Context: an optimization exercise on an open-source flow, tuned for small area, a short achievable clock period and few clock cycles. The choices shown serve that exercise and are no tape-out recipe. Function was checked by simulation only, so behaviour that the tests miss may differ from the original. Power figures rest on the tool's default switching activity, not on a simulated workload.

==> flow/design.v <==
`default_nettype none
package scaler_pkg;
    localparam int SRC_WIDTH  = 160;
    localparam int SRC_HEIGHT = 120;
    localparam int SCALE = 2;
    localparam int READ_LATENCY = 2;
    typedef logic [18:0] addr_t;
    typedef logic [7:0]  pixel_t;
    typedef enum logic [3:0] {
        MODE_REPLICATE = 4'd0,
        MODE_DECIMATE  = 4'd1,
        MODE_AVERAGE   = 4'd3,
        MODE_COPY      = 4'd4
    } mode_t;
endpackage
`default_nettype wire
`timescale 1ns/1ps
`default_nettype none
module image_scaler (
    input  logic        clk,
    input  logic        reset,
    input  logic [3:0]  mode,
    output logic [18:0] rom_addr,
    input  logic [7:0]  rom_data,
    output logic [18:0] ram_wraddr,
    output logic [7:0]  ram_data,
    output logic        ram_wren,
    output logic        done
);
    logic rep, dec, avg, copy;
    logic m_rep, m_dec, m_avg, m_copy;
    logic hold, hr;
    assign m_rep  = (mode == 4'd0);
    assign m_dec  = (mode == 4'd1);
    assign m_avg  = (mode == 4'd3);
    assign m_copy = (mode == 4'd4);
    assign hold = (m_rep & rep) | (m_dec & dec) | (m_avg & avg) | (m_copy & copy);
    function automatic logic [3:0] step_of(input logic f_rep, input logic f_dec,
                                           input logic f_avg, input logic f_copy,
                                           input logic [1:0] f_sub, input logic f_rowend,
                                           input logic f_ry);
        logic up, dn, e1, e2;
        up = (f_dec & f_rowend) | (f_avg & ((f_sub == 2'd0) | ((f_sub == 2'd3) & f_rowend)));
        dn = (f_rep & f_sub[0] & f_rowend & ~f_ry) | (f_avg & (f_sub == 2'd2));
        e2 = f_dec;
        e1 = f_copy | (f_rep & f_sub[0]) | (f_avg & f_sub[0]);
        step_of = {up, dn, e2, e1};
    endfunction
    logic        run;
    logic [14:0] A;
    logic [1:0]  sub;      
    logic [2:0]  xh;       
    logic        ry;       
    logic        rowend;   
    logic        last;     
    logic [3:0]  step;
    logic        rd, go, prelast, rowend_n, ry_n;
    logic [5:0]  lo;
    logic [10:0] hi;
    assign rd   = hr & run;
    assign go   = rd & ~last;
    assign prelast = (copy & (A == 15'd19198))
                   | ((avg | (rep & ry & ~sub[0])) & (A == 15'd19199))
                   | (dec & (A == 15'd19036));
    assign rowend_n = ~rowend & (xh == 3'd4)
                    & ((((rep & ~sub[0]) | (avg & (sub == 2'd2))) & (A[4:0] == 5'd31))
                       | (dec & (A[4:0] == 5'd28)));
    assign ry_n     = ry ^ rowend;
    assign lo = {1'b0, A[4:0]} + {4'd0, step[1], step[0]};
    assign hi = {A[14:5], 1'b1} + {{7{step[2]}}, step[3], step[2], step[3] | step[2], lo[5]};
    always_ff @(posedge clk) begin
        A      <= go ? {hi[10:1], lo[4:0]} : 15'd0;
        sub    <= go ? sub + 2'd1 : 2'd0;
        xh     <= (go & ~rowend) ? xh + {2'd0, lo[5]} : 3'd0;
        ry     <= go & ry_n;
        rowend <= go & rowend_n;
        step   <= hr ? step_of(rep, dec, avg, copy, sub + 2'd1, rowend_n, ry_n)
                     : step_of(rep, dec, avg, copy, 2'd0, 1'b0, 1'b0);
    end
    logic        rw1, rl1, rw2, rl2;
    logic [7:0]  P;
    logic [9:0]  acc;
    logic [16:0] W;
    always_ff @(posedge clk or negedge reset) begin
        if (!reset) begin
            hr   <= 1'b0;
            ram_wren <= 1'b0;
            done <= 1'b0;
        end else begin
            hr   <= hold;
            ram_wren <= hold & rw2;
            done <= hold & (done | rl2);
        end
    end
    always_ff @(posedge clk) begin
        rep  <= m_rep;
        dec  <= m_dec;
        avg  <= m_avg;
        copy <= m_copy;
        run  <= hr ? (run & ~last) : (rep | dec | avg | copy);
        last <= go & prelast;
        rw1  <= hold & rd & (~avg | (sub == 2'd3));
        rl1  <= hold & rd & last;
        rw2  <= hold & rw1;
        rl2  <= hold & rl1;
    end
    always_ff @(posedge clk) begin
        P   <= rom_data;
        acc <= (avg & (sub != 2'd2)) ? acc + {2'b00, P} : (avg ? {2'b00, P} : {P, 2'b00});
        W   <= hr ? W + {16'd0, ram_wren} : 17'd0;
    end
    assign rom_addr   = {4'd0, A};
    assign ram_wraddr = {2'd0, W};
    assign ram_data   = acc[9:2];
endmodule
`default_nettype wire
Settings: LEC_CHECK=0, CAP_MARGIN=20, CORE_MARGIN=2, CORE_UTILIZATION=40, SETUP_SLACK_MARGIN=3.0, SLEW_MARGIN=20; clock period 5.0 ns.
standard.sh (not shown) runs the stock make flow with config.mk's settings and CLKGATE_MAP_FILE= SYNTH_SCRIPT=/design/flow/synth_recipe.tcl, a recipe that flattens the netlist after the stock synthesis.
==> flow/flow/run.sh <==
#!/bin/bash
# The standard layout (standard.sh, unchanged synthesis), with plain buffers
# instead of delay cells on the ports. Full make output in standard.log.
bash standard.sh BUFFER_PORTS_ARGS="-buffer_cell sky130_fd_sc_hd__buf_2" finish > standard.log 2>&1
The baseline ran to the end with no violations.
Testbench counts at the start, summed over its fixed seeds: cycles 960,128.
Next try:
Settings changed: SETUP_SLACK_MARGIN 3.0 to 2.8.
What happened: The new run completed without violations. Design area fell by 1.8%. Total power rose by 0.91%. Area after synthesis stays the same. Count of clock-buffer cells in the layout rose by 1. Final cell count fell by 1.1%. Routed wire length fell by 2.6%.

==> what the ideal ports hide <==
The results above use ideal ports. As a check the final layouts listed here were re-extracted and re-timed, cells and wires unchanged. Step 1 assumes that a clkbuf_16 drives the clock port and a buf_2 every other input. Step 2 adds t to the input delays and takes it off the output delays; t is the mean of the earliest and latest rising clock arrival at the registers after step 1. Input paths then give back, and output paths get back, about the clock's delay inside the block. Three values: ideal ports, drivers, drivers and shift; two values: the first two.
run | shift t [ns] | setup slack, ns | latest minus earliest clock arrival (ns) | worst data-port slew with drivers (ns) | pins driven straight from the clock port
the first run | 0.369 | 2.899 / 2.899 / 2.843 | 0.011 / 0.011 | 0.04 | 1
the second run | 0.370 | 2.843 / 2.843 / 2.728 | 0.012 / 0.012 | 0.03 | 1
After both steps setup and hold are still met in every run listed. For the second run, which loses most, drivers alone change the setup slack by 0.000 ns; drivers and shift together by -0.115 ns.
